From an optimization exercise on the open Yosys and OpenROAD flow, aimed at small area, a short achievable clock period and few clock cycles per item; shortcuts taken in it are not production practice. The RTL was checked by simulation tests, not by an equivalence proof against the original design. Power is estimated from default activity; no workload was simulated.

<file path="design.v">
package cdq_pkg;
   localparam int DEPTH_DEFAULT = 16;
   localparam int DATA_W = 32;
   localparam int CAP_W  = 5;
   localparam int FUNC_W = 3;
   localparam logic [CAP_W-1:0] CAP_RESET = 5'd16;
   localparam logic [DATA_W-1:0] EMPTY_VALUE = 32'hFFFF_FFFF;
   localparam logic [FUNC_W-1:0] FUNC_PUSH_FRONT = 3'd0;
   localparam logic [FUNC_W-1:0] FUNC_PUSH_REAR  = 3'd1;
   localparam logic [FUNC_W-1:0] FUNC_POP_FRONT  = 3'd2;
   localparam logic [FUNC_W-1:0] FUNC_POP_REAR   = 3'd3;
   localparam logic [FUNC_W-1:0] FUNC_QUERY      = 3'd4;
   localparam int CSR_ADDR_W = 3;
   localparam int CSR_DATA_W = 32;
   localparam int MID_DEPTH = DEPTH_DEFAULT - 2;
   localparam int MID_AW    = 4;
endpackage
module cdq_ram #(
   parameter int WIDTH = 32,
   parameter int DEPTH = 14
) (
   input  logic             clock,
   input  logic [DEPTH-1:0] wr_sel,
   input  logic [WIDTH-1:0] wr_data,
   input  logic [DEPTH-1:0] rd_sel,
   output logic [WIDTH-1:0] rd_data
);
   logic [WIDTH-1:0] mem_ff [DEPTH];
   always_ff @(posedge clock) begin
      for (int i = 0; i < DEPTH; i++) begin
         if (wr_sel[i]) begin
            mem_ff[i] <= wr_data;
         end
      end
   end
   always_comb begin
      rd_data = '0;
      for (int i = 0; i < DEPTH; i++) begin
         rd_data = rd_data | (mem_ff[i] & {WIDTH{rd_sel[i]}});
      end
   end
endmodule
module circular_deque #(
   parameter int DEPTH = cdq_pkg::DEPTH_DEFAULT
) (
   input  logic                                clock,
   input  logic                                reset,
   input  logic                                req_valid,
   output logic                                req_ready,
   input  logic [cdq_pkg::FUNC_W-1:0]          req_func,
   input  logic signed [cdq_pkg::DATA_W-1:0]   req_value,
   output logic                                rsp_valid,
   input  logic                                rsp_ready,
   output logic                                rsp_ok,
   output logic [cdq_pkg::CAP_W-1:0]           rsp_count,
   output logic                                rsp_is_empty,
   output logic                                rsp_is_full,
   output logic signed [cdq_pkg::DATA_W-1:0]   rsp_head_value,
   output logic signed [cdq_pkg::DATA_W-1:0]   rsp_tail_value,
   input  logic                                csr_psel,
   input  logic                                csr_penable,
   input  logic                                csr_pwrite,
   input  logic [cdq_pkg::CSR_ADDR_W-1:0]      csr_paddr,
   input  logic [cdq_pkg::CSR_DATA_W-1:0]      csr_pwdata,
   output logic [cdq_pkg::CSR_DATA_W-1:0]      csr_prdata,
   output logic                                csr_pready
);
   localparam int CW = cdq_pkg::CAP_W;
   localparam int DW = cdq_pkg::DATA_W;
   localparam int MD = cdq_pkg::MID_DEPTH;
   localparam int MA = cdq_pkg::MID_AW;
   function automatic logic [MA-1:0] mid_inc(input logic [MA-1:0] i);
      mid_inc = (i == MA'(MD - 1)) ? '0 : i + MA'(1);
   endfunction
   function automatic logic [MA-1:0] mid_dec(input logic [MA-1:0] i);
      mid_dec = (i == '0) ? MA'(MD - 1) : i - MA'(1);
   endfunction
   logic [CW-1:0] capacity_ff;
   logic [CW-1:0] held_ff;
   logic          n0_ff;         
   logic          n1_ff;         
   logic          ge2_ff;        
   logic          ge3_ff;        
   logic          nf_ff;         
   logic          atc_ff;        
   logic          atcm1_ff;      
   logic [MA-1:0] fgap_ff;       
   logic [MA-1:0] rgap_ff;       
   logic [DW-1:0] head_ff;
   logic [DW-1:0] tail_ff;
   logic          rsp_valid_ff;
   logic          rsp_ok_ff;
   logic          rsp_full_ff;
   logic [CW-1:0] held;
   logic [CW-1:0] eff_cap;
   logic          n2, ge4, atcm2;
   assign held    = n0_ff ? '0 : held_ff;
   assign eff_cap = (capacity_ff == '0) ? CW'(1) :
                    (capacity_ff > CW'(DEPTH)) ? CW'(DEPTH) : capacity_ff;
   assign n2      = ge2_ff && !ge3_ff;
   assign ge4     = ge3_ff && (held_ff > CW'(3));
   assign atcm2   = (held + CW'(2) == eff_cap);
   logic accept;
   logic f_pushf, f_pushr, f_popf, f_popr, f_query;
   logic push_f, push_r, pop_f, pop_r, push, pop, op_ok;
   logic empty_next;
   assign req_ready = !rsp_valid_ff || rsp_ready;
   assign accept    = req_valid && req_ready;
   assign f_pushf = (req_func == cdq_pkg::FUNC_PUSH_FRONT);
   assign f_pushr = (req_func == cdq_pkg::FUNC_PUSH_REAR);
   assign f_popf  = (req_func == cdq_pkg::FUNC_POP_FRONT);
   assign f_popr  = (req_func == cdq_pkg::FUNC_POP_REAR);
   assign f_query = (req_func == cdq_pkg::FUNC_QUERY);
   assign push_f = f_pushf && nf_ff;
   assign push_r = f_pushr && nf_ff;
   assign pop_f  = f_popf && !n0_ff;
   assign pop_r  = f_popr && !n0_ff;
   assign push   = push_f || push_r;
   assign pop    = pop_f || pop_r;
   assign op_ok  = push || pop || f_query;
   assign empty_next = (n0_ff && !push) || (n1_ff && pop);
   logic [MA-1:0] fgap_inc, fgap_dec, rgap_inc, rgap_dec;
   logic [MD-1:0] wr_f_oh, wr_r_oh, rd_f_oh, rd_r_oh;
   logic [MD-1:0] wr_sel, rd_sel;
   logic [DW-1:0] wr_data, rd_data;
   assign fgap_inc = mid_inc(fgap_ff);
   assign fgap_dec = mid_dec(fgap_ff);
   assign rgap_inc = mid_inc(rgap_ff);
   assign rgap_dec = mid_dec(rgap_ff);
   always_comb begin
      for (int i = 0; i < MD; i++) begin
         wr_f_oh[i] = (fgap_ff == MA'(i));
         wr_r_oh[i] = (rgap_ff == MA'(i));
         rd_f_oh[i] = (fgap_inc == MA'(i));
         rd_r_oh[i] = (rgap_dec == MA'(i));
      end
   end
   assign wr_sel  = (accept && ge2_ff && nf_ff) ?
                    (({MD{f_pushf}} & wr_f_oh) | ({MD{f_pushr}} & wr_r_oh)) : '0;
   assign wr_data = req_func[0] ? tail_ff : head_ff;
   assign rd_sel  = req_func[0] ? rd_r_oh : rd_f_oh;
   cdq_ram #(
      .WIDTH (DW),
      .DEPTH (MD)
   ) u_mid (
      .clock   (clock),
      .wr_sel  (wr_sel),
      .wr_data (wr_data),
      .rd_sel  (rd_sel),
      .rd_data (rd_data)
   );
   logic          h_v, h_t, h_rd, h_keep;
   logic          t_v, t_h, t_rd, t_keep;
   logic [DW-1:0] head_in, tail_in;
   assign h_v    = accept && (push_f || (push_r && n0_ff));
   assign h_t    = accept && pop_f && n2;
   assign h_rd   = accept && pop_f && ge3_ff;
   assign h_keep = !(h_v || h_t || h_rd);
   assign t_v    = accept && (push_r || (push_f && n0_ff));
   assign t_h    = accept && pop_r && n2;
   assign t_rd   = accept && pop_r && ge3_ff;
   assign t_keep = !(t_v || t_h || t_rd);
   assign head_in = {DW{accept && empty_next}} | ({DW{h_v}} & req_value) | ({DW{h_t}} & tail_ff) |
                    ({DW{h_rd}} & rd_data) | ({DW{h_keep}} & head_ff);
   assign tail_in = {DW{accept && empty_next}} | ({DW{t_v}} & req_value) | ({DW{t_h}} & head_ff) |
                    ({DW{t_rd}} & rd_data) | ({DW{t_keep}} & tail_ff);
   logic cfg_wr;
   assign cfg_wr = csr_psel && csr_penable && csr_pwrite && !csr_paddr[2];
   always_ff @(posedge clock) begin
      if (reset) begin
         capacity_ff  <= cdq_pkg::CAP_RESET;
         n0_ff        <= 1'b1;
         n1_ff        <= 1'b0;
         ge2_ff       <= 1'b0;
         ge3_ff       <= 1'b0;
         nf_ff        <= 1'b1;
         atc_ff       <= 1'b0;
         atcm1_ff     <= 1'b0;
         fgap_ff      <= MA'(MD - 1);
         rgap_ff      <= '0;
         rsp_valid_ff <= 1'b0;
      end else begin
         rsp_valid_ff <= accept || (rsp_valid_ff && !rsp_ready);
         if (cfg_wr) begin
            capacity_ff <= csr_pwdata[CW-1:0];
            n0_ff       <= 1'b1;
            n1_ff       <= 1'b0;
            ge2_ff      <= 1'b0;
            ge3_ff      <= 1'b0;
            nf_ff       <= 1'b1;
            atc_ff      <= 1'b0;
            atcm1_ff    <= (csr_pwdata[CW-1:1] == '0);
            fgap_ff     <= MA'(MD - 1);
            rgap_ff     <= '0;
         end else if (accept) begin
            if (push) begin
               n0_ff    <= 1'b0;
               n1_ff    <= n0_ff;
               ge2_ff   <= !n0_ff;
               ge3_ff   <= ge2_ff;
               nf_ff    <= nf_ff && !atcm1_ff;
               atc_ff   <= atcm1_ff;
               atcm1_ff <= atcm2;
            end else if (pop) begin
               n0_ff    <= n1_ff;
               n1_ff    <= n2;
               ge2_ff   <= ge3_ff;
               ge3_ff   <= ge4;
               nf_ff    <= 1'b1;
               atc_ff   <= 1'b0;
               atcm1_ff <= atc_ff;
            end
            if (push_f && ge2_ff)     fgap_ff <= fgap_dec;
            else if (pop_f && ge3_ff) fgap_ff <= fgap_inc;
            if (push_r && ge2_ff)     rgap_ff <= rgap_inc;
            else if (pop_r && ge3_ff) rgap_ff <= rgap_dec;
         end
      end
   end
   always_ff @(posedge clock) begin
      if (accept) begin
         held_ff     <= push ? held + CW'(1) : pop ? held - CW'(1) : held;
         rsp_ok_ff   <= op_ok;
         rsp_full_ff <= push ? atcm1_ff : (!pop && atc_ff);
      end
      head_ff <= head_in;
      tail_ff <= tail_in;
   end
   assign csr_pready = 1'b1;
   assign csr_prdata = csr_paddr[2] ? '0 : cdq_pkg::CSR_DATA_W'(capacity_ff);
   assign rsp_valid      = rsp_valid_ff;
   assign rsp_ok         = rsp_ok_ff;
   assign rsp_count      = held_ff;
   assign rsp_is_empty   = (held_ff == '0);
   assign rsp_is_full    = rsp_full_ff;
   assign rsp_head_value = $signed(head_ff);
   assign rsp_tail_value = $signed(tail_ff);
endmodule
</file>
<file path="flow/run.sh">
#!/bin/bash
# The standard layout, with plain buffers (buf_2) on the ports in place of the
# delay buffers buffer_ports picks by default. Each run's full output goes to
# its own log file in the work folder.
set -euo pipefail
bash standard.sh BUFFER_PORTS_ARGS="-buffer_cell sky130_fd_sc_hd__buf_2" finish > standard.log 2>&1
</file>
<file path="standard.sh">
#!/bin/bash
# synth_recipe.tcl (not shown) runs the flow's synth.tcl, then flattens the netlist and writes it again
# the make line also repeats each setting of config.mk as NAME=value (left out here)
make -C /OpenROAD-flow-scripts/flow DESIGN_CONFIG=/design/flow/config.mk WORK_HOME=/design/flow/orfs CLKGATE_MAP_FILE= SYNTH_SCRIPT=/design/flow/synth_recipe.tcl "${@:-finish}"
</file>
<file path="config.mk">
export PLATFORM = sky130hd
export DESIGN_NAME = circular_deque
export DESIGN_NICKNAME = circular_deque
export VERILOG_FILES = /design/flow/design.v
export SDC_FILE = /design/flow/constraint.sdc
export NUM_CORES = 4
export LEC_CHECK = 0
export CAP_MARGIN = 20
export CORE_MARGIN = 2
export CORE_UTILIZATION = 55
export CTS_BUF_LIST = sky130_fd_sc_hd__clkbuf_8
export CTS_CLUSTER_DIAMETER = 60
export CTS_CLUSTER_SIZE = 16
export SETUP_SLACK_MARGIN = 3.2
export SLEW_MARGIN = 20
</file>
<file path="constraint.sdc">
create_clock -name core_clock -period 6.0 [get_ports {clock}]
set_input_delay 1.2000 -clock core_clock [delete_from_list [all_inputs] [get_ports {clock}]]
set_output_delay 1.2000 -clock core_clock [all_outputs]
set_load 0.01 [all_outputs]
</file>
==> impl_metrics.ini, run 1 <==
[run_status]
outcome = complete, no violations

[global_routing]
grt_pass1_vias = 14200
grt_max_degree = 35
grt_pass1_wl_mm = 95.6
antenna_found_initial = 0
gr-total-overflow = 0
gr-usage-all-layers = 0.318

[final_layout]
register_area_um2 = 15400
drive_gt1_frac = 0.267
multi_input_area_um2 = 6790
diodes = 0
final_area_um2 = 25700
area_growth_pct = 16.9
layout.nets = 1741
fillers = 2954

[critical_path]
endpoint = rsp_is_empty
setup.worst_path.class = register to output pin
required_ps = 4800
setup.worst_path.end_class = output pin
cp_num_buf_inv = 1
cp_top_family = simple AND/OR/NAND/NOR gates
reg2reg_from = rgap_ff[0]
reg2reg_depth = 6
r2r_slack_ps = 3270
cp.arrival_ps = 1650
critPathMaxStageDelay_ps = 420
cp_cell_sequence = nor3_2, nor3b_2, buf_2
path_max_fanout = 2
critPathLaunchType = register
r2r_end = tail_ff[31]
cp_slowest_cell = edfxtp_1
startpoint = held_ff[3]
path_depth = 3

[sta]
finalHoldViolCount = 0
finalSetupViolations = 0
rsz0062_at_grt = true
slew_viol_final = 0
fin_skew_ps = 28.5
setup_tns_ps = 0
tightest_slew_ps = 1090
slew_headroom = 0.272
period_minus_slack_ps = 2850
period_share = 0.476
clock.fmax_mhz = 350

[floorplanning]
rows = 73
die_w_um = 204
die_y_um = 204
ios = 184
die_area_um2 = 41600
core_area_um2 = 39600
start_util = 0.555

[logic_synthesis]
ys_ff_latch = 540
ys_types = 66
ys_seq_area_frac = 0.698
yosysWarnings = 3
netlist_instances = 1473
async_reset_ff_frac = 0
ys.flop_type = edfxtp_1
synth_edf_count = 455
syn_area_um2 = 22000
synth_area_per_cell_um2 = 14.9

[routing]
met3_length_mm = 6.46
remaining_drc_errors = 0
drt_wl_total_mm = 67.6
viasPerCell = 6.83
wl_per_cell_um = 30.5
num_vias = 15100
dr_wl_met2_mm = 30.1
drt_first_pass_iters = 7
postRouteAntennaNets = 0
wl_met1_mm = 28.9
top_layer = met4
drtIter0Drc = 1874

[placement]
dpl.hpwl_mm = 36.2
place.port_buffers = 126
place_area_um2 = 23800
globalplace.congestion = 0.868

[worst_hold_path]
hp-class = register to register

[power]
irDropWorstVdd_v = 0.000220
fin_total_pwr_mw = 6.90
power_density_nw_per_um2 = 268
leakage_nw = 8.31

[clock_network]
clk_pin_slew_worst_paths_ps = 100
clockBufferDepth = 3
cts_tree = yes
clock-sinks = 540
htreeDepth = 2
clk_latency_ps = 670
root_buffer = clkbuf_8
numCtsBuffers = 42

[job]
maxCapViolCount = 0
## tightest hold or removal path, delay by kind of cell, from the launching register on
family / cells / cell delay (ps)
AO/OA/AOI/OAI: 1 / 50
flip-flops: 1 / 330
AND/OR/NAND/NOR: 1 / 60
## power by group
group | internal, mW | leakage, nW | switching (mW)
logic | 0.212 | 3.09 | 0.356
registers | 4.21 | 4.71 | 0.0642
clock network | 0.826 | 0.506 | 1.23
total | 5.25 | 8.31 | 1.65
## worst min-delay path by stage
stage	slack (ps)	start	end	depth (start not counted)
detailed placement	470	atc_ff	atc_ff	2
global placement	470	atc_ff	atc_ff	2
floorplan	450	n1_ff	n1_ff	2
CTS	480	atc_ff	atc_ff	2
finish	480	atc_ff	atc_ff	2
global route	490	atc_ff	atc_ff	2
## cells in the mapped netlist (11+ instances only)
master	instances	area, µm²
a21oi_1	91	455
buf_2	18	90.1
o21ai_0	28	140
a22o_1	88	771
mux2_2	33	372
clkbuf_1	77	289
and3_1	31	194
nor2b_1	15	93.8
nand3_1	22	110
o22ai_1	16	100
nor3_1	11	55.1
nand2b_1	14	87.6
a221oi_1	87	762
edfxtp_1	455	13700
nor2_1	40	150
dfxtp_1	85	1700
a22oi_1	37	278
mux2i_1	17	170
buf_4	34	255
nand2_1	25	93.8
o221ai_1	49	429
a221o_1	65	651
inv_1	12	45.0
## sequential cells by signal (all words and copies together) (netlist names), 4 cells and up
register,cells
head_ff,32
capacity_ff,5
tail_ff,32
fgap_ff,4
rgap_ff,4
held_ff,5
u_mid.mem_ff,448
## kinds of logic (layout without fill, tap and decap cells)
group,Yosys count,count (layout),synth area share
DFF,540,540,0.698
AOI/OAI and AO/OA,508,510,0.183
and+or+nand+nor,209,211,0.0540
buffers and inverters,148,338,0.0325
muxes,50,50,0.0246
xor gates and xnor gates,12,12,0.00478
adders and majority gates,4,4,0.00227
other,2,28,0.000341
## cell type report
cell class | count | share of cell area
tap | 525 | 0.0255
clock inverter | 30 | 0.00773
clock buffer | 47 | 0.0251
inverter | 12 | 0.00190
sequential | 540 | 0.598
timing repair buffer | 249 | 0.0782
multi-input combinational | 815 | 0.264
## placed cells by master (no fill, tap or decap), types with 32 or more instances in the layout
cell        n
nor2_1     32
edfxtp_1  455
clkbuf_8   47
buf_2     122
buf_4      82
a221o_1    65
a22o_1     88
dfxtp_1    78
a21oi_1    88
a22oi_1    37
mux2_2     33
a221oi_1   87
## routing by layer
| layer | vias to the layer above | track usage |
|---|---|---|
| li1 | 6471 | - |
| met1 | 7758 | 0.481 |
| met2 | 793 | 0.480 |
| met3 | 124 | 0.0483 |
| met4 | 0 | 0.0960 |
| met5 | - | 0 |
## metrics by stage
step / setup slack [ps] / hold slack [ps] / utilization / cells
finish: 3150 / 485 / 0.649 / 2218
global route: 3110 / 493 / 0.649 / 2218
CTS: 3190 / 481 / 0.642 / 2205
detailed placement: 1720 / 466 / 0.600 / 2064
global placement: 1690 / 465 / 0.599 / 2063
floorplan: 2640 / 446 / - / 1499
## what timing repair did
action                                  in CTS  in global routing
pin swaps                                   17                  5
resized for setup                           36                 32
endpoints found under the hold margin        0                  0
cloned                                       5                  4
hold buffers                                 0                  0
setup buffers                               59                  9
endpoints found under the setup margin     519                300
Testbench counts, summed over its fixed seeds: cycles 19,967, items 16,000.
==> inputs of run 2 (changes only) <==
--- a/config.mk
+++ b/config.mk
@@ -11,5 +11,5 @@
 export CTS_BUF_LIST = sky130_fd_sc_hd__clkbuf_8
 export CTS_CLUSTER_DIAMETER = 60
 export CTS_CLUSTER_SIZE = 16
-export SETUP_SLACK_MARGIN = 3.2
+export SETUP_SLACK_MARGIN = 3.35
 export SLEW_MARGIN = 20
==> impl_metrics.ini, run 2 <==
[critical_path]
r2r_slack_ps = 3420
cp.arrival_ps = 1600
endpoint = req_ready
reg2reg_depth = 7
critPathLaunchType = primary input
startpoint = rsp_ready
reg2reg_from = fgap_ff[1]
setup.worst_path.end_class = output pin
r2r_end = head_ff[21]
setup.worst_path.class = primary input to output pin
required_ps = 4800
path_max_fanout = 2

[floorplanning]
rows = 73
ios = 184
die_area_um2 = 41600
die_w_um = 204
die_y_um = 204
start_util = 0.555
core_area_um2 = 39600

[logic_synthesis]
yosysWarnings = 3
yosys.area.top_type_share = 0.621
async_reset_ff_frac = 0
synthTopCellsByArea = edfxtp_1, dfxtp_1, a22o_1
ys_types = 66
ys_ff_latch = 540
synth_area_per_cell_um2 = 14.9
synth_common_cells = edfxtp_1, a21oi_1, a22o_1
yosysMostFrequentCell = edfxtp_1
syn_area_um2 = 22000
synth_edf_count = 455
ys_seq_area_frac = 0.698
ys.flop_type = edfxtp_1
netlist_instances = 1473
yosysTopAreaCell = edfxtp_1

[final_layout]
register_area_um2 = 15400
largest_reg_flops = 448
regMostFlops = u_mid.mem_ff
multi_input_area_um2 = 7020
diodes = 0
layout_commonest_cell = edfxtp_1
final_area_um2 = 26000
layout_common_cells = edfxtp_1, buf_2, a22o_1
area_growth_pct = 18.3
final_core_util = 0.657
drive_gt1_frac = 0.289
top_regs = u_mid.mem_ff (448), head_ff (32), tail_ff (32)
fillers = 2864
stdcell_count = 2222
layout.nets = 1745

[placement]
dp.cells = 2061
place_area_um2 = 23900
pre_cts_ws_ps = 1550
globalplace.congestion = 0.861
dpl.hpwl_mm = 35.4
place.port_buffers = 126

[power]
irDropWorstVdd_v = 0.000202
fin_total_pwr_mw = 6.85
leakage_nw = 8.35
power_density_nw_per_um2 = 263

[sta]
finalSetupViolations = 0
clock.fmax_mhz = 357
fin_skew_ps = 31.9
worst_slack_ps = 3200
hold_ws_ps = 485
slew_viol_final = 0
period_minus_slack_ps = 2800
setup_tns_ps = 0
tightest_slew_ps = 1100
slew_headroom = 0.265
finalHoldViolCount = 0
rsz0062_at_grt = true
period_share = 0.467

[global_routing]
grt_pass1_vias = 14100
gr-usage-all-layers = 0.322
grt_max_degree = 65
gr-usage-met2 = 0.497
grtUsageMet3 = 0.0521
top_usage_layer = met2
gr-usage-met1 = 0.473
antenna_found_initial = 0
gr-total-overflow = 0
grt_pass1_wl_mm = 96.1

[clock_network]
root_buffer = clkbuf_8
numCtsBuffers = 41
cts_tree = yes
clock-sinks = 540
clk_latency_ps = 650
htreeDepth = 2
clk_pin_slew_worst_paths_ps = 90
clockBufferDepth = 3

[routing]
num_vias = 15100
remaining_drc_errors = 0
drt_wl_total_mm = 68.2
postRouteAntennaNets = 0
drtIter0Drc = 1785
drt_first_pass_iters = 8
wl_per_cell_um = 30.7
viasPerCell = 6.80

[worst_hold_path]
hp-class = register to register
hold_start = atc_ff

[job]
maxCapViolCount = 0

[run_status]
outcome = complete, no violations
==> run 2: cell counts after synthesis <==
No cell type changed its count.
==> run 2: cell type report <==
| cell class | count | area share |
|---|---|---|
| clock buffers | 45 | 0.0238 |
| clock inverters | 31 | 0.00707 |
| inverters | 12 | 0.00187 |
| multi-input cells | 817 | 0.270 |
| flip-flops and latches | 540 | 0.591 |
| well taps | 525 | 0.0252 |
| repair buffers | 252 | 0.0815 |
==> run 2: repair_timing <==
action                     4_1_cts  5_1_grt
pin swaps                       24        8
setup buffers                   59       14
gates resized for setup         62       33
setup endpoints to repair      525      258
cloned                           7        5
hold buffers                     0        0
==> run 2: worst min-delay path by stage <==
stage / endpoint / slack [ps] / cells past startpoint
detailed placement: atc_ff / 470 / 2
global placement: n1_ff / 470 / 2
finish: atc_ff / 480 / 2
global route: atc_ff / 510 / 2
floorplan: n1_ff / 450 / 2
CTS: atc_ff / 480 / 2
==> run 2: where the power goes <==
part           switching, mW  internal (mW)  total, mW
sequential            0.0687           4.21       4.28
combinational          0.364          0.220      0.584
clock                   1.20          0.790       1.99
==> run 2: cell families after synthesis <==
logic type / Yosys count / synth area share
compound gates: 508 / 0.183
xor+xnor: 12 / 0.00478
fa+ha+maj: 4 / 0.00227
buf+inv: 148 / 0.0325
flops: 540 / 0.698
mux: 50 / 0.0246
other cells: 2 / 0.000341
simple gates: 209 / 0.0540
==> run 2: metal layers <==
layer | share of wire | wire length [µm] | vias up
li1 | - | - | 6483
met5 | 0 | 0 | -
met2 | 0.46 | 31700 | 759
met1 | 0.43 | 29000 | 7755
met3 | 0.084 | 5760 | 115
met4 | 0.026 | 1790 | 0
==> run 2: critical path, cell delays in order <==
cell     delay, ps
buf_6           90
nor2b_4        120
inv_2           60
buf_6          120
==> inputs of run 3 (changes only) <==
==> flow/run.sh (replaced) <==
#!/bin/bash
# The standard layout, with plain buffers (buf_2) on the ports in place of the
# delay buffers buffer_ports picks by default, and a clock tree built without
# dummy loads. Each run's full output goes to its own log file in the work folder.
set -euo pipefail
CTS="-sink_clustering_enable -repair_clock_nets -sink_clustering_size 16 -sink_clustering_max_diameter 60 -buf_list sky130_fd_sc_hd__clkbuf_8 -dont_use_dummy_load"
bash standard.sh BUFFER_PORTS_ARGS="-buffer_cell sky130_fd_sc_hd__buf_2" CTS_ARGS="$CTS" finish > standard.log 2>&1
==> config.mk (replaced) <==
export PLATFORM = sky130hd
export DESIGN_NAME = circular_deque
export DESIGN_NICKNAME = circular_deque
export VERILOG_FILES = /design/flow/design.v
export SDC_FILE = /design/flow/constraint.sdc
export NUM_CORES = 4
export LEC_CHECK = 0
export CAP_MARGIN = 10
export CORE_MARGIN = 2
export CORE_UTILIZATION = 65
export CTS_BUF_LIST = sky130_fd_sc_hd__clkbuf_8
export CTS_CLUSTER_DIAMETER = 60
export CTS_CLUSTER_SIZE = 16
export SETUP_SLACK_MARGIN = 3.3
export SLEW_MARGIN = 10
==> impl_metrics.ini, run 3 <==
[critical_path]
setup.worst_path.end_class = output pin
reg2reg_from = rgap_ff[0]
r2r_end = head_ff[2]
cp_top_family = buffers and inverters
startpoint = rsp_ready
setup.worst_path.class = primary input to output pin
path_max_fanout = 4
path_depth = 4
reg2reg_depth = 7
cp_num_buf_inv = 3
endpoint = req_ready
cp_common_cell = buf_6
cp_slowest_cell = nor2b_4
required_ps = 4800
critPathLaunchType = primary input
critPathMaxStageDelay_ps = 190
r2r_slack_ps = 3320
cp.arrival_ps = 1670
cp_cell_sequence = buf_6, nor2b_4, inv_4, buf_6

[logic_synthesis]
netlist_instances = 1473
yosysTopAreaCell = edfxtp_1
ys_seq_area_frac = 0.698
yosys.area.top_type_share = 0.621
synthTopCellsByArea = edfxtp_1, dfxtp_1, a22o_1
synth_area_per_cell_um2 = 14.9
ys.flop_type = edfxtp_1
async_reset_ff_frac = 0
yosysMostFrequentCell = edfxtp_1
syn_area_um2 = 22000
synth_edf_count = 455
yosysWarnings = 3
ys_ff_latch = 540
ys_types = 66
synth_common_cells = edfxtp_1, a21oi_1, a22o_1

[floorplanning]
ios = 184
rows = 67
die_area_um2 = 35300
die_w_um = 188
core_area_um2 = 33400
die_y_um = 188
start_util = 0.658

[final_layout]
top_regs = u_mid.mem_ff (448), head_ff (32), tail_ff (32)
diodes = 0
layout_commonest_cell = edfxtp_1
final_core_util = 0.776
layout.nets = 1768
drive_gt1_frac = 0.303
largest_reg_flops = 448
layout_common_cells = edfxtp_1, buf_2, buf_4
regMostFlops = u_mid.mem_ff
area_growth_pct = 17.9
multi_input_area_um2 = 7060
stdcell_count = 2133
fillers = 1921
register_area_um2 = 15400
final_area_um2 = 25900

[routing]
wl_per_cell_um = 31.6
drt_wl_total_mm = 67.5
num_vias = 15700
drtIter0Drc = 2226
postRouteAntennaNets = 0
remaining_drc_errors = 0
viasPerCell = 7.35
drt_first_pass_iters = 6

[run_status]
outcome = complete, no violations

[placement]
place_area_um2 = 23800
dpl.hpwl_mm = 34.3
dp.cells = 1983
place.port_buffers = 126
globalplace.congestion = 0.843

[sta]
slew_viol_final = 0
slew_headroom = 0.271
fin_skew_ps = 92.4
rsz0062_at_grt = true
period_share = 0.478
finalHoldViolCount = 0
period_minus_slack_ps = 2870
clock.fmax_mhz = 349
finalSetupViolations = 0
setup_tns_ps = 0
tightest_slew_ps = 1090

[clock_network]
cts_hold_buf = 0
root_buffer = clkbuf_8
clockBufferDepth = 3
numCtsBuffers = 40
cts_tree = yes
clk_latency_ps = 620
clock-sinks = 540
clk_pin_slew_worst_paths_ps = 100
htreeDepth = 2

[global_routing]
grt_pass1_wl_mm = 95.0
gr-usage-all-layers = 0.369
gr-total-overflow = 0
grt_max_degree = 33
grt_pass1_vias = 14700
antenna_found_initial = 2

[power]
leakage_nw = 8.31
irDropWorstVdd_v = 0.000232
power_density_nw_per_um2 = 253
fin_total_pwr_mw = 6.55

[worst_hold_path]
hp-class = register to register

[job]
maxCapViolCount = 0
-- run 3: kinds of logic after synthesis --
logic type	synth area share
other	0.000341
AOI/OAI and AO/OA	0.183
DFF	0.698
muxes	0.0246
and+or+nand+nor	0.0540
adders and majority gates	0.00227
buffers and inverters	0.0325
xor gates and xnor gates	0.00478
-- run 3: per-layer routing --
metal,part of all wire,wire length [µm],GRT usage
met4,0.041,2740,0.143
met5,0.00031,21,0
met2,0.45,30300,0.553
met3,0.14,9170,0.101
met1,0.37,25300,0.519
-- run 3: metrics by stage --
stage                     setup WS (ps)  hold slack, ps
after floorplan                    2640             446
after global placement             1520             467
final                              3130             480
after global routing               3110             517
after CTS                          3050             478
after detailed placement           1430             465
-- run 3: final cells by class --
| type | instances | area share |
|---|---|---|
| sequential | 540 | 0.593 |
| multi-input combinational | 818 | 0.272 |
| timing repair buffer | 275 | 0.0905 |
| tap | 448 | 0.0216 |
| clock buffer | 40 | 0.0212 |
| inverter | 12 | 0.00198 |
-- run 3: tightest hold or removal path, delay by kind of cell, from the launching register on --
| family | cells | cell delay (ps) |
|---|---|---|
| DFF | 1 | 340 |
| and+or+nand+nor | 1 | 50 |
| AOI/OAI and AO/OA | 1 | 50 |
-- run 3: worst min-delay path by stage --
stage,start,endpoint,cells after the start
2_1_floorplan,n1_ff,n1_ff,2
3_3_place_gp,atc_ff,atc_ff,2
5_1_grt,atc_ff,atc_ff,2
4_1_cts,atc_ff,atc_ff,2
3_5_place_dp,atc_ff,atc_ff,2
6_report,atc_ff,atc_ff,2
-- run 3: what timing repair did --
action	4_1_cts	5_1_grt
endpoints found under the setup margin	529	332
hold endpoints to repair	0	0
gates cloned	10	4
buffers inserted	65	31
gates resized for setup	76	49
pin swaps	28	15
-- run 3: where the power goes --
group	leakage, nW	switching [mW]	total, mW	internal, mW
registers	4.71	0.0697	4.28	4.21
logic	3.30	0.359	0.581	0.222
clock network	0.288	1.09	1.69	0.601
total	8.31	1.52	6.55	5.03
==> inputs of run 4 (changes only) <==
==> config.mk (replaced) <==
export PLATFORM = sky130hd
export DESIGN_NAME = circular_deque
export DESIGN_NICKNAME = circular_deque
export VERILOG_FILES = /design/flow/design.v
export SDC_FILE = /design/flow/constraint.sdc
export NUM_CORES = 4
export LEC_CHECK = 0
export CAP_MARGIN = 20
export CORE_MARGIN = 2
export CORE_UTILIZATION = 55
export CTS_BUF_LIST = sky130_fd_sc_hd__clkbuf_8
export CTS_CLUSTER_DIAMETER = 60
export CTS_CLUSTER_SIZE = 16
export SETUP_SLACK_MARGIN = 3.35
export SLEW_MARGIN = 20
export SYNTH_HIERARCHICAL = 1
==> impl_metrics.ini, run 4 <==
[sta]
fin_skew_ps = 72.8
clock.fmax_mhz = 337
slew_headroom = 0.352
tightest_slew_ps = 972
period_share = 0.494
period_minus_slack_ps = 2960
slew_viol_final = 0
finalHoldViolCount = 0
finalSetupViolations = 0
setup_tns_ps = 0
rsz0062_at_grt = true

[floorplanning]
die_y_um = 205
core_area_um2 = 39700
rows = 73
die_w_um = 205
ios = 184
die_area_um2 = 41800
start_util = 0.557

[final_layout]
diodes = 0
regMostFlops = u_mid.mem_ff
largest_reg_flops = 448
drive_gt1_frac = 0.320
top_regs = u_mid.mem_ff (448), head_ff (32), tail_ff (32)
area_growth_pct = 19.4
layout_commonest_cell = edfxtp_1
layout_common_cells = edfxtp_1, a22oi_1, buf_2
layout.nets = 1785

[critical_path]
cp_top_family = compound AO/OA/AOI/OAI gates
r2r_slack_ps = 3050
setup.worst_path.class = primary input to register
cp.arrival_ps = 3480
cp_num_buf_inv = 5
critPathLaunchType = primary input
required_ps = 6510
startpoint = req_func[0]
cp_slowest_cell = a221o_1
reg2reg_from = fgap_ff[1]
path_max_fanout = 6
cp_cell_sequence = buf_16, clkinvlp_4, and2_4, a22oi_2, buf_12, nor2_4, buf_12, buf_8, a22oi_1, and3_1, nand4_1, a22oi_1, o21bai_1, a221o_1
setup.worst_path.end_class = register
critPathMaxStageDelay_ps = 270

[logic_synthesis]
synth_area_per_cell_um2 = 15.1
ys_ff_latch = 540
synth_edf_count = 455
yosysTopAreaCell = edfxtp_1
netlist_instances = 1464
yosysMostFrequentCell = edfxtp_1
async_reset_ff_frac = 0
syn_area_um2 = 22100
ys_seq_area_frac = 0.695
yosys.area.top_type_share = 0.618
synthTopCellsByArea = edfxtp_1, a22oi_1, dfxtp_1
ys.flop_type = edfxtp_1
ys_types = 69
yosysWarnings = 9
synth_common_cells = edfxtp_1, a22oi_1, dfxtp_1

[worst_hold_path]
hp-class = register to register
hold_start = capacity_ff[0]

[clock_network]
cts_hold_buf = 0
clock-sinks = 540
clockBufferDepth = 3
root_buffer = clkbuf_8
cts_tree = yes
numCtsBuffers = 42
htreeDepth = 2
clk_pin_slew_worst_paths_ps = 70
clk_latency_ps = 650

[routing]
viasPerCell = 6.82
postRouteAntennaNets = 0
drt_first_pass_iters = 6
wl_per_cell_um = 30.4
drt_wl_total_mm = 67.8
remaining_drc_errors = 0
num_vias = 15200
drtIter0Drc = 1565

[global_routing]
grt_pass1_wl_mm = 95.6
gr-usage-all-layers = 0.318
grt_max_degree = 72
antenna_found_initial = 0
grt_pass1_vias = 14400
gr-total-overflow = 0

[placement]
dpl.hpwl_mm = 34.4
globalplace.congestion = 0.841
place.port_buffers = 126

[power]
leakage_nw = 8.26
fin_total_pwr_mw = 6.57
irDropWorstVdd_v = 0.000182
power_density_nw_per_um2 = 249

[run_status]
outcome = complete, no violations

[job]
maxCapViolCount = 0
-- run 4: metal layers --
layer | global-route usage | part of all wire | vias up
li1 | - | - | 6428
met1 | 0.432 | 0.40 | 7851
met2 | 0.531 | 0.49 | 743
met3 | 0.0423 | 0.078 | 159
met4 | 0.111 | 0.033 | 0
met5 | 0 | 0 | -
-- run 4: power by group --
| group | internal (mW) | leakage [nW] | switching [mW] |
|---|---|---|---|
| Combinational | 0.206 | 3.24 | 0.344 |
| Clock | 0.629 | 0.302 | 1.14 |
| Sequential | 4.20 | 4.72 | 0.0606 |
| Total | 5.03 | 8.26 | 1.54 |
-- run 4: tightest hold or removal path, cell delays in order, from the launching register on --
cell	delay [ps]
dfxtp_1	320
nand2_1	60
a21oi_1	50
-- run 4: cell type report --
class	instances	area, µm²
fill	2819	13300
inverter	10	48.8
multi-input combinational	808	6890
clock buffer	42	578
sequential	540	15400
timing repair buffer	302	2830
tap	525	657
-- run 4: worst paths after layout --
check / to / cells past startpoint
max: head_ff[11] / 14
min: capacity_ff[0] / 2
max reg2reg: head_ff[11] / 12
min reg2reg: capacity_ff[0] / 2
-- run 4: what timing repair did --
action                                  in CTS  in global routing
endpoints found under the setup margin     517                308
pin swaps                                  160                 49
setup buffers                              101                 20
cloned                                      11                  2
gates resized for setup                    172                 40
-- run 4: per-stage QoR --
stage | util | hold slack, ps | cell area (µm²) | worst slack [ps] | std cells
2_1_floorplan | - | 445 | 22600 | 2630 | 1490
3_3_place_gp | 0.591 | 464 | 23500 | 1200 | 2049
3_5_place_dp | 0.592 | 468 | 23500 | 1160 | 2051
4_1_cts | 0.655 | 482 | 26000 | 3060 | 2205
5_1_grt | 0.664 | 507 | 26400 | 2960 | 2227
6_report | 0.664 | 477 | 26400 | 3040 | 2227
-- run 4: kinds of logic (layout without fill, tap and decap cells) --
logic type	count (synthesis)	after routing	synth area share
AO/OA/AOI/OAI	514	514	0.191
XOR/XNOR	11	11	0.00436
adder cells (fa/ha/maj)	4	4	0.00226
buffers and inverters	146	354	0.0372
flip-flops	540	540	0.695
multiplexers	34	34	0.0173
other	2	28	0.000340
AND/OR/NAND/NOR	213	217	0.0531
==> inputs of run 5 (changes only) <==
--- a/config.mk
+++ b/config.mk
@@ -11,6 +11,6 @@
 export CTS_BUF_LIST = sky130_fd_sc_hd__clkbuf_8
 export CTS_CLUSTER_DIAMETER = 60
 export CTS_CLUSTER_SIZE = 16
+export PLACE_DENSITY = 0.75
 export SETUP_SLACK_MARGIN = 3.35
 export SLEW_MARGIN = 20
-export SYNTH_HIERARCHICAL = 1
==> impl_metrics.ini, run 5 <==
[sta]
setup_tns_ps = 0
clock.fmax_mhz = 355
period_minus_slack_ps = 2820
period_share = 0.470
finalSetupViolations = 0
slew_headroom = 0.444
rsz0062_at_grt = true
tightest_slew_ps = 834
fin_skew_ps = 55.9
slew_viol_final = 0
finalHoldViolCount = 0

[final_layout]
final_core_util = 0.654
top_regs = u_mid.mem_ff (448), head_ff (32), tail_ff (32)
drive_gt1_frac = 0.297
layout_common_cells = edfxtp_1, buf_2, buf_4
regMostFlops = u_mid.mem_ff
layout_commonest_cell = edfxtp_1
largest_reg_flops = 448
area_growth_pct = 17.9
layout.nets = 1759
diodes = 0

[logic_synthesis]
yosysMostFrequentCell = edfxtp_1
yosysWarnings = 3
ys.flop_type = edfxtp_1
synth_edf_count = 455
synth_area_per_cell_um2 = 14.9
netlist_instances = 1473
async_reset_ff_frac = 0
synth_common_cells = edfxtp_1, a21oi_1, a22o_1
yosysTopAreaCell = edfxtp_1
ys_types = 66
ys_ff_latch = 540
syn_area_um2 = 22000
yosys.area.top_type_share = 0.621
synthTopCellsByArea = edfxtp_1, dfxtp_1, a22o_1
ys_seq_area_frac = 0.698

[worst_hold_path]
hold_start = atc_ff
hp-class = register to register

[power]
combPwrFrac = 0.091
intPower_mw = 5.04
leakage_nw = 8.26
power_density_nw_per_um2 = 253
sw_frac_of_total = 0.233
power_frac_seq = 0.652
p_clk_frac = 0.257
irDropWorstVdd_v = 0.000144
switchingPower_mw = 1.53

[clock_network]
htreeDepth = 2
cts_hold_buf = 0
cts_tree = yes
root_buffer = clkbuf_8
clk_pin_slew_worst_paths_ps = 90
clk_latency_ps = 620
clockBufferDepth = 3
numCtsBuffers = 40
clock-sinks = 540

[global_routing]
grt_max_degree = 35
top_usage_layer = met2
gr-total-overflow = 0
grtUsageMet3 = 0.0708
gr-usage-all-layers = 0.317
antenna_found_initial = 1
grt_pass1_vias = 14700
gr-usage-met2 = 0.491
gr-usage-met1 = 0.435
grt_pass1_wl_mm = 96.8

[floorplanning]
die_area_um2 = 41600
start_util = 0.555
rows = 73
core_area_um2 = 39600
ios = 184
die_y_um = 204
die_w_um = 204

[critical_path]
cp.arrival_ps = 1620
critPathMaxStageDelay_ps = 140
critPathLaunchType = primary input
cp_common_cell = buf_6
reg2reg_from = fgap_ff[1]
startpoint = rsp_ready
setup.worst_path.end_class = output pin
cp_slowest_cell = nor2b_4
cp_cell_sequence = buf_6, nor2b_4, inv_4, buf_6
setup.worst_path.class = primary input to output pin
path_max_fanout = 2
required_ps = 4800

[placement]
dpl.hpwl_mm = 35.4
globalplace.congestion = 0.841
place.port_buffers = 126

[routing]
drtIter0Drc = 2199
drt_wl_total_mm = 67.5
viasPerCell = 7.14
remaining_drc_errors = 0
postRouteAntennaNets = 0
drt_first_pass_iters = 6
num_vias = 15700
wl_per_cell_um = 30.7

[run_status]
outcome = complete, no violations

[job]
maxCapViolCount = 0
run 5: cell types whose count changed after synthesis, sizes merged, moves of 36 or more:
cell / before / now
a21oi: 28 / 91
a221oi: 32 / 87
a22o: 33 / 88
a22oi: 229 / 37
nand4: 37 / 1
o221ai: 0 / 58
run 5: cell families (layout without fill, tap and decap cells):
family,count (synthesis),count (layout),share of synthesized area
AOI/OAI and AO/OA,508,512,0.183
xor gates and xnor gates,12,12,0.00478
adders and majority gates,4,4,0.00227
buffers and inverters,148,319,0.0325
DFF,540,540,0.698
muxes,50,50,0.0246
other,2,28,0.000341
and+or+nand+nor,209,211,0.0540
run 5: layout make-up:
cell class	count	area (µm²)
flip-flops and latches	540	15400
fillers	2651	13700
clock buffers	40	551
multi-input cells	817	7050
well taps	525	657
repair buffers	267	2250
inverters	12	47.5
run 5: per-layer routing:
layer,share of wire,vias to the layer above
met5,0.00018,-
met4,0.047,2
met3,0.12,207
met2,0.46,1189
met1,0.37,7842
li1,-,6475
run 5: power by group through the flow:
stage	sequential [mW]	combinational [mW]	clock, mW
after floorplan	4.38	0.331	0
after global placement	4.36	0.526	0
after detailed placement	4.37	0.544	0
after CTS	4.28	0.574	1.69
after global routing	4.29	0.635	1.82
final	4.28	0.596	1.69
run 5: worst max-delay path, delay by kind of cell:
kind | cells | cell delay, ps
simple gates | 1 | 140
buf+inv | 3 | 280
run 5: timing repair:
item / in CTS / in global routing
resized for setup: 75 / 51
endpoints found under the setup margin: 698 / 285
buffers inserted: 73 / 13
cloned: 11 / 2
pin swaps: 28 / 10
run 5: path summary, 6_finish.rpt:
| check | to | slack, ps | cells after the start |
|---|---|---|---|
| setup / recovery | req_ready | 3180 | 4 |
| hold / removal | atc_ff | 490 | 2 |
| setup reg to reg | u_mid.mem_ff[0][17] | 3380 | 4 |
| hold reg to reg | atc_ff | 490 | 2 |
run 5: metrics by stage:
| stage | hold WS, ps | power, mW | setup WS [ps] | cells | instance area (µm²) |
|---|---|---|---|---|---|
| 6_report | 492 | 6.57 | 3180 | 2201 | 25900 |
| 5_1_grt | 516 | 6.74 | 3170 | 2201 | 25900 |
| 4_1_cts | 489 | 6.55 | 3200 | 2186 | 25600 |
| 3_5_place_dp | 477 | 4.91 | 1350 | 2062 | 23800 |
| 3_3_place_gp | 463 | 4.89 | 1420 | 2061 | 23800 |
| 2_1_floorplan | 446 | 4.71 | 2640 | 1499 | 22900 |
==> inputs of run 6 (changes only) <==
--- a/config.mk
+++ b/config.mk
@@ -11,6 +11,6 @@
 export CTS_BUF_LIST = sky130_fd_sc_hd__clkbuf_8
 export CTS_CLUSTER_DIAMETER = 60
 export CTS_CLUSTER_SIZE = 16
-export PLACE_DENSITY = 0.75
 export SETUP_SLACK_MARGIN = 3.35
 export SLEW_MARGIN = 20
+export TNS_END_PERCENT = 5
==> impl_metrics.ini, run 6 <==
[run_status]
outcome = complete, no violations

[critical_path]
r2r_end = tail_ff[31]
startpoint = req_func[0]
path_max_fanout = 27
setup.worst_path.end_class = register
cp_slowest_cell = or3b_4
required_ps = 6350
r2r_slack_ps = 3380
cp.arrival_ps = 3160
cp_num_buf_inv = 4
path_depth = 8
cp_common_cell = buf_12
cp_cell_sequence = buf_12, buf_12, or3b_4, nor3b_4, a22oi_1, nor2_4, buf_12, bufbuf_16
cp_top_family = simple AND/OR/NAND/NOR gates
reg2reg_depth = 6
critPathMaxStageDelay_ps = 460
critPathLaunchType = primary input
setup.worst_path.class = primary input to register
endpoint = u_mid.mem_ff[10][1]
reg2reg_from = rgap_ff[0]

[floorplanning]
die_area_um2 = 41600
die_w_um = 204
rows = 73
core_area_um2 = 39600
die_y_um = 204
start_util = 0.555
ios = 184

[final_layout]
stdcell_count = 2191
regMostFlops = u_mid.mem_ff
layout.nets = 1749
area_growth_pct = 15.3
largest_reg_flops = 448
layout_common_cells = edfxtp_1, buf_2, buf_4
layout_commonest_cell = edfxtp_1
diodes = 0
final_core_util = 0.640
top_regs = u_mid.mem_ff (448), head_ff (32), tail_ff (32)
drive_gt1_frac = 0.258

[logic_synthesis]
netlist_instances = 1473
yosysTopAreaCell = edfxtp_1
ys_ff_latch = 540
synth_edf_count = 455
async_reset_ff_frac = 0
yosysMostFrequentCell = edfxtp_1
yosysWarnings = 3
ys.flop_type = edfxtp_1
synth_common_cells = edfxtp_1, a21oi_1, a22o_1
ys_seq_area_frac = 0.698
synth_area_per_cell_um2 = 14.9
yosys.area.top_type_share = 0.621
synthTopCellsByArea = edfxtp_1, dfxtp_1, a22o_1
syn_area_um2 = 22000
ys_types = 66

[routing]
wl_per_cell_um = 30.8
remaining_drc_errors = 0
drtIter0Drc = 1872
drt_first_pass_iters = 5
drt_wl_total_mm = 67.5
num_vias = 15200
viasPerCell = 6.93
postRouteAntennaNets = 0

[global_routing]
antenna_found_initial = 2
grt_max_degree = 35
grt_pass1_wl_mm = 95.8
gr-usage-met2 = 0.495
top_usage_layer = met2
grt_pass1_vias = 14200
gr-total-overflow = 0
gr-usage-met1 = 0.469
gr-usage-all-layers = 0.320
grtUsageMet3 = 0.0617

[sta]
fin_skew_ps = 72.8
slew_viol_final = 0
tightest_slew_ps = 1120
hold_ws_ps = 478
slew_headroom = 0.252
rsz0062_at_grt = true
finalHoldViolCount = 0
period_minus_slack_ps = 2800
period_share = 0.467
clock.fmax_mhz = 357
setup_tns_ps = 0
finalSetupViolations = 0

[power]
leakage_nw = 8.12
power_density_nw_per_um2 = 260
irDropWorstVdd_v = 0.000222

[clock_network]
clk_pin_slew_worst_paths_ps = 100
clock-sinks = 540
htreeDepth = 2
clk_latency_ps = 660
numCtsBuffers = 42
cts_hold_buf = 0
cts_tree = yes
root_buffer = clkbuf_8
clockBufferDepth = 3

[placement]
place.port_buffers = 126
globalplace.congestion = 0.839
dp.cells = 2066
dpl.hpwl_mm = 36.0

[job]
maxCapViolCount = 0

[worst_hold_path]
hp-class = register to register
hold_path_depth = 2
[run 6: changes by cell type in the layout (fill, tap and decap cells not counted), moves of 5 or more]
cell / previous run / this run
a21oi_2: 32 / 1
o221ai_1: 29 / 49
o221ai_2: 29 / 9
buf_6: 21 / 15
buf_16: 5 / 0
a21oi_1: 56 / 87
[run 6: cell families after synthesis]
family / share of synthesized area
xor gates and xnor gates: 0.00478
and+or+nand+nor: 0.0540
adders and majority gates: 0.00227
DFF: 0.698
AOI/OAI and AO/OA: 0.183
muxes: 0.0246
buffers and inverters: 0.0325
other: 0.000341
[run 6: power by group]
group          internal (mW)  total, mW  leakage (nW)  switching [mW]
Clock                  0.629       1.75         0.302            1.12
Combinational          0.202      0.552          3.10           0.350
Sequential              4.21       4.28          4.71          0.0668
[run 6: final cells by class]
| class | count | area [µm²] |
|---|---|---|
| clock buffers | 42 | 578 |
| fillers | 2921 | 14300 |
| inverters | 12 | 48.8 |
| multi-input cells | 816 | 6690 |
| flip-flops and latches | 540 | 15400 |
| well taps | 525 | 657 |
| repair buffers | 256 | 2010 |
[run 6: metal layers]
metal | routed length (µm) | vias up
li1 | - | 6442
met1 | 28400 | 7787
met2 | 30800 | 822
met3 | 6670 | 123
met4 | 1730 | 4
met5 | 29 | -
[run 6: worst register-to-register path, stage by stage (launching register included)]
cell and delay (ps):
dfxtp_2 450, or3_1 550, xor2_1 210, mux2i_1 730, mux2i_1 270, o2111a_1 230, o21ai_0 80
[run 6: worst min path at each step]
stage | endpoint | from
after global placement | atc_ff | atc_ff
after global routing | n1_ff | n1_ff
final | atc_ff | atc_ff
after floorplan | n1_ff | n1_ff
after detailed placement | atc_ff | atc_ff
after CTS | atc_ff | atc_ff
[run 6: per-stage QoR]
step	area, µm²	worst slack [ps]	power, mW
final	25400	3200	6.58
after global routing	25400	3160	6.78
after CTS	25100	3220	6.60
after detailed placement	23600	1330	4.88
after global placement	23600	1360	4.86
after floorplan	22300	2640	4.68
[run 6: repair_timing]
action / CTS / global route
buffers inserted: 66 / 9
endpoints found under the setup margin: 525 / 509
gates resized for setup: 61 / 31
pin swaps: 22 / 6
cloned: 6 / 2
==> inputs of run 7 (changes only) <==
--- a/config.mk
+++ b/config.mk
@@ -13,4 +13,3 @@
 export CTS_CLUSTER_SIZE = 16
 export SETUP_SLACK_MARGIN = 3.35
 export SLEW_MARGIN = 20
-export TNS_END_PERCENT = 5
==> impl_metrics.ini, run 7 <==
[critical_path]
setup.worst_path.end_class = output pin
r2r_slack_ps = 3500
cp.arrival_ps = 1600
path_max_fanout = 2
reg2reg_depth = 7
cp_slowest_cell = nor2b_4
critPathMaxStageDelay_ps = 130
critPathLaunchType = primary input
cp_common_cell = buf_6
required_ps = 4800
cp_cell_sequence = buf_6, nor2b_4, inv_2, buf_6
reg2reg_from = fgap_ff[1]
setup.worst_path.class = primary input to output pin
r2r_end = head_ff[16]

[global_routing]
gr-total-overflow = 0
antenna_found_initial = 0
gr-usage-all-layers = 0.324
grt_pass1_vias = 14200
grt_pass1_wl_mm = 96.6
grt_max_degree = 65

[clock_network]
cts_tree = yes
cts_hold_buf = 0
htreeDepth = 2
clk_pin_slew_worst_paths_ps = 80
numCtsBuffers = 41
clock-sinks = 540
clockBufferDepth = 3
clk_latency_ps = 630
root_buffer = clkbuf_8

[routing]
drtIter0Drc = 1821
viasPerCell = 6.89
wl_per_cell_um = 31.3
postRouteAntennaNets = 0
drt_wl_total_mm = 68.3
drt_first_pass_iters = 8
remaining_drc_errors = 0
num_vias = 15000

[placement]
place_area_um2 = 23900
dpl.hpwl_mm = 35.4
globalplace.congestion = 0.861
place.port_buffers = 126
pre_cts_ws_ps = 1550

[logic_synthesis]
yosysTopAreaCell = edfxtp_1
synth_edf_count = 455
yosys.area.top_type_share = 0.621
async_reset_ff_frac = 0
ys.flop_type = edfxtp_1
synthTopCellsByArea = edfxtp_1, dfxtp_1, a22o_1
syn_area_um2 = 22000
ys_seq_area_frac = 0.698
ys_types = 66
yosysWarnings = 3
synth_area_per_cell_um2 = 14.9
netlist_instances = 1473
synth_common_cells = edfxtp_1, a21oi_1, a22o_1
ys_ff_latch = 540
yosysMostFrequentCell = edfxtp_1

[floorplanning]
rows = 73
core_area_um2 = 39600
die_w_um = 204
die_area_um2 = 41600
die_y_um = 204
start_util = 0.555
ios = 184

[final_layout]
top_regs = u_mid.mem_ff (448), head_ff (32), tail_ff (32)
layout.nets = 1743
drive_gt1_frac = 0.288
fillers = 2887
regMostFlops = u_mid.mem_ff
multi_input_area_um2 = 7020
area_growth_pct = 17.0
layout_commonest_cell = edfxtp_1
final_area_um2 = 25700
largest_reg_flops = 448
layout_common_cells = edfxtp_1, buf_2, a22o_1
final_core_util = 0.649
register_area_um2 = 15400
diodes = 0

[sta]
tightest_slew_ps = 1070
hold_ws_ps = 480
finalHoldViolCount = 0
slew_headroom = 0.282
fin_skew_ps = 27.4
period_minus_slack_ps = 2800
clock.fmax_mhz = 357
period_share = 0.467
setup_tns_ps = 0
slew_viol_final = 0
rsz0062_at_grt = true
finalSetupViolations = 0
worst_slack_ps = 3200

[run_status]
outcome = complete, no violations

[job]
maxCapViolCount = 0

[power]
irDropWorstVdd_v = 0.000199
leakage_nw = 8.14
power_density_nw_per_um2 = 256

[worst_hold_path]
hold_path_depth = 2
holdPathEnd = n1_ff
hold_start = n1_ff
hp-class = register to register
run 7: report_power, final:
part           total [mW]  internal, mW  switching (mW)
Sequential           4.28          4.21          0.0688
Clock                1.73         0.616            1.11
Combinational       0.584         0.219           0.364
run 7: per-stage QoR:
| step | std cells | total power [mW] |
|---|---|---|
| after floorplan | 1499 | 4.71 |
| after global placement | 2061 | 4.89 |
| after detailed placement | 2061 | 4.90 |
| after CTS | 2174 | 6.60 |
| after global routing | 2185 | 6.80 |
| final | 2185 | 6.59 |
run 7: worst max path at each step:
stage	startpoint	slack (ps)	endpoint
4_1_cts	rsp_ready	3200	req_ready
5_1_grt	held_ff[3]	3120	rsp_is_empty
3_3_place_gp	req_func[0]	1530	u_mid.mem_ff[10][8]
2_1_floorplan	req_func[2]	2640	u_mid.mem_ff[5][0]
3_5_place_dp	req_func[0]	1550	u_mid.mem_ff[10][31]
6_report	rsp_ready	3200	req_ready
run 7: cell families (layout without fill, tap and decap cells):
kind of cell,count (synthesis),in the layout,share of synthesized area
AOI/OAI and AO/OA,508,512,0.183
other,2,28,0.000341
muxes,50,50,0.0246
adders and majority gates,4,4,0.00227
xor gates and xnor gates,12,12,0.00478
buffers and inverters,148,303,0.0325
and+or+nand+nor,209,211,0.0540
DFF,540,540,0.698
run 7: layout make-up:
cell class / count / area share
clock buffers: 41 / 0.0219
inverters: 12 / 0.00190
multi-input cells: 817 / 0.273
flip-flops and latches: 540 / 0.597
well taps: 525 / 0.0255
repair buffers: 250 / 0.0807
run 7: what timing repair did:
item | in CTS | in global routing
setup endpoints to repair | 525 | 313
pin swaps | 26 | 6
cloned | 10 | 1
buffers inserted | 62 | 10
resized for setup | 72 | 29
run 7: layer usage:
| metal | vias to the layer above | routed length [µm] | global-route usage | share of wire |
|---|---|---|---|---|
| li1 | 6441 | - | - | - |
| met1 | 7697 | 28800 | 0.470 | 0.42 |
| met2 | 774 | 31200 | 0.499 | 0.46 |
| met3 | 136 | 6020 | 0.0584 | 0.088 |
| met4 | 0 | 2330 | 0.109 | 0.034 |
| met5 | - | 0 | 0 | 0 |
run 7: worst max-delay path: cells and delay by family:
kind,cells,cell delay (ps)
buffers and inverters,3,280
and+or+nand+nor,1,130
==> inputs of run 8 (changes only) <==
--- a/config.mk
+++ b/config.mk
@@ -5,11 +5,11 @@
 export SDC_FILE = /design/flow/constraint.sdc
 export NUM_CORES = 4
 export LEC_CHECK = 0
-export CAP_MARGIN = 20
+export CAP_MARGIN = 10
 export CORE_MARGIN = 2
 export CORE_UTILIZATION = 55
 export CTS_BUF_LIST = sky130_fd_sc_hd__clkbuf_8
 export CTS_CLUSTER_DIAMETER = 60
 export CTS_CLUSTER_SIZE = 16
 export SETUP_SLACK_MARGIN = 3.35
-export SLEW_MARGIN = 20
+export SLEW_MARGIN = 10
==> impl_metrics.ini, run 8 <==
[clock_network]
numCtsBuffers = 41
cts_tree = yes
htreeDepth = 2
cts_hold_buf = 0
root_buffer = clkbuf_8
clk_pin_slew_worst_paths_ps = 80
clock-sinks = 540
clockBufferDepth = 3
clk_latency_ps = 630

[power]
power_density_nw_per_um2 = 256
leakage_nw = 8.14
irDropWorstVdd_v = 0.000199

[sta]
tightest_slew_ps = 1070
period_minus_slack_ps = 2800
clock.fmax_mhz = 357
finalHoldViolCount = 0
finalSetupViolations = 0
period_share = 0.467
fin_skew_ps = 27.4
rsz0062_at_grt = true
slew_headroom = 0.282
slew_viol_final = 0
setup_tns_ps = 0

[worst_hold_path]
hp-class = register to register

[routing]
wl_per_cell_um = 31.3
drt_wl_total_mm = 68.3
drt_first_pass_iters = 8
postRouteAntennaNets = 0
num_vias = 15000
remaining_drc_errors = 0
drtIter0Drc = 1821
viasPerCell = 6.89

[global_routing]
grt_pass1_vias = 14200
gr-usage-all-layers = 0.324
gr-total-overflow = 0
grt_pass1_wl_mm = 96.6
antenna_found_initial = 0
grt_max_degree = 65

[critical_path]
cp_common_cell = buf_6
path_max_fanout = 2
setup.worst_path.end_class = output pin
critPathMaxStageDelay_ps = 130
cp_num_buf_inv = 3
critPathLaunchType = primary input
cp_slowest_cell = nor2b_4
setup.worst_path.class = primary input to output pin
required_ps = 4800
cp_cell_sequence = buf_6, nor2b_4, inv_2, buf_6
cp_top_family = buffers and inverters
cp.arrival_ps = 1600

[logic_synthesis]
synth_common_cells = edfxtp_1, a21oi_1, a22o_1
yosysWarnings = 3
synth_area_per_cell_um2 = 14.9
ys_types = 66
yosysMostFrequentCell = edfxtp_1
syn_area_um2 = 22000
synthTopCellsByArea = edfxtp_1, dfxtp_1, a22o_1
yosys.area.top_type_share = 0.621
yosysTopAreaCell = edfxtp_1
synth_edf_count = 455
ys_ff_latch = 540
ys_seq_area_frac = 0.698
ys.flop_type = edfxtp_1
netlist_instances = 1473
async_reset_ff_frac = 0

[floorplanning]
ios = 184
core_area_um2 = 39600
rows = 73
start_util = 0.555
die_w_um = 204
die_y_um = 204
die_area_um2 = 41600

[final_layout]
layout_commonest_cell = edfxtp_1
regMostFlops = u_mid.mem_ff
diodes = 0
stdcell_count = 2185
top_regs = u_mid.mem_ff (448), head_ff (32), tail_ff (32)
largest_reg_flops = 448
area_growth_pct = 17.0
layout_common_cells = edfxtp_1, buf_2, a22o_1
layout.nets = 1743
drive_gt1_frac = 0.288

[run_status]
outcome = complete, no violations

[job]
maxCapViolCount = 0

[placement]
globalplace.congestion = 0.861
place.port_buffers = 126
dp.cells = 2061
dpl.hpwl_mm = 35.4
[run 8: cell counts in the layout (fill, tap and decap cells not counted)]
Identical to the previous run, type by type.
[run 8: kinds of logic after synthesis]
logic type | Yosys count | synth area share
DFF | 540 | 0.698
AOI/OAI and AO/OA | 508 | 0.183
and+or+nand+nor | 209 | 0.0540
buffers and inverters | 148 | 0.0325
muxes | 50 | 0.0246
xor gates and xnor gates | 12 | 0.00478
adders and majority gates | 4 | 0.00227
other | 2 | 0.000341
[run 8: stage by stage]
stage	total power, mW	hold slack, ps	setup WS [ps]	utilization	area [µm²]
global placement	4.89	467	1530	0.602	23900
CTS	6.60	481	3200	0.643	25500
detailed placement	4.90	469	1550	0.602	23900
floorplan	4.71	446	2640	-	22900
finish	6.59	480	3200	0.649	25700
global route	6.80	513	3120	0.649	25700
[run 8: final cells by class]
type / count / area (µm²)
clock buffer: 41 / 564
fill: 2887 / 13900
tap: 525 / 657
timing repair buffer: 250 / 2080
multi-input combinational: 817 / 7020
inverter: 12 / 48.8
sequential: 540 / 15400
[run 8: worst register-to-register path, stage by stage (launching register included)]
cell	delay (ps)
dfxtp_1	590
nand2_2	290
nor2_1	220
a21oi_1	120
mux2i_4	340
buf_4	330
mux2i_1	330
o221ai_1	140
[run 8: timing repair]
action	CTS	global route
gates cloned	10	1
buffers inserted	62	10
hold endpoints to repair	0	0
endpoints found under the setup margin	525	313
pin swaps	26	6
resized for setup	72	29
[run 8: metal layers]
| metal | wire length (µm) | global-route usage | up-vias |
|---|---|---|---|
| met5 | 0 | 0 | - |
| met4 | 2330 | 0.109 | 0 |
| met3 | 6020 | 0.0584 | 136 |
| met2 | 31200 | 0.499 | 774 |
| met1 | 28800 | 0.470 | 7697 |
| li1 | - | - | 6441 |
[run 8: where the power goes]
part	total (mW)	switching (mW)	internal, mW
logic	0.584	0.364	0.219
registers	4.28	0.0688	4.21
clock network	1.73	1.11	0.616
total	6.59	1.55	5.05
[run 8: worst paths after layout]
path	startpoint	to	slack, ps	depth (start not counted)
worst max-delay path	rsp_ready	req_ready	3200	4
worst min register to register	n1_ff	n1_ff	480	2
worst max register to register	fgap_ff[1]	head_ff[16]	3500	7
worst min-delay path	n1_ff	n1_ff	480	2

-- what the ideal ports hide --
In the flow no input, the clock included, has a driving cell. The finished layouts below were timed again as built, in two steps. Step 1 (the two cells are an assumption about what drives the block):
set clk [get_ports {clock}]
set_driving_cell -lib_cell sky130_fd_sc_hd__clkbuf_16 $clk
set_driving_cell -lib_cell sky130_fd_sc_hd__buf_2 [delete_from_list [all_inputs] $clk]
Step 2 moves the port delays by t, midway between the first and last clock arrival at a register: inputs arrive t later, outputs are due t later. That takes back most of the time a late clock gives input paths. Slacks: ideal ports / drivers / drivers and shift; pairs: ideal ports / drivers.
run	t, ns	slack for setup (ns)	hold slack, ns	worst setup path at the end
run 1	0.707	3.147 / 3.094 / 2.539	0.485 / 0.485 / 0.485	input to register
run 2	0.692	3.200 / 3.157 / 2.635	0.485 / 0.485 / 0.485	input to register
run 3	0.621	3.131 / 3.101 / 2.534	0.480 / 0.480 / 0.480	input to register
run 4	0.669	3.035 / 3.003 / 2.333	0.477 / 0.477 / 0.477	input to register
run 5	0.643	3.180 / 3.146 / 2.575	0.492 / 0.492 / 0.492	input to register
run 6	0.679	3.196 / 3.185 / 2.506	0.478 / 0.478 / 0.478	input to register
run 7	0.670	3.197 / 3.153 / 2.670	0.480 / 0.480 / 0.480	input to register
run 8	0.670	3.197 / 3.153 / 2.670	0.480 / 0.480 / 0.480	input to register
After both steps setup and hold are still met in every run listed. For run 4, which loses most, drivers alone change the setup slack by -0.032 ns; drivers and shift together by -0.702 ns.
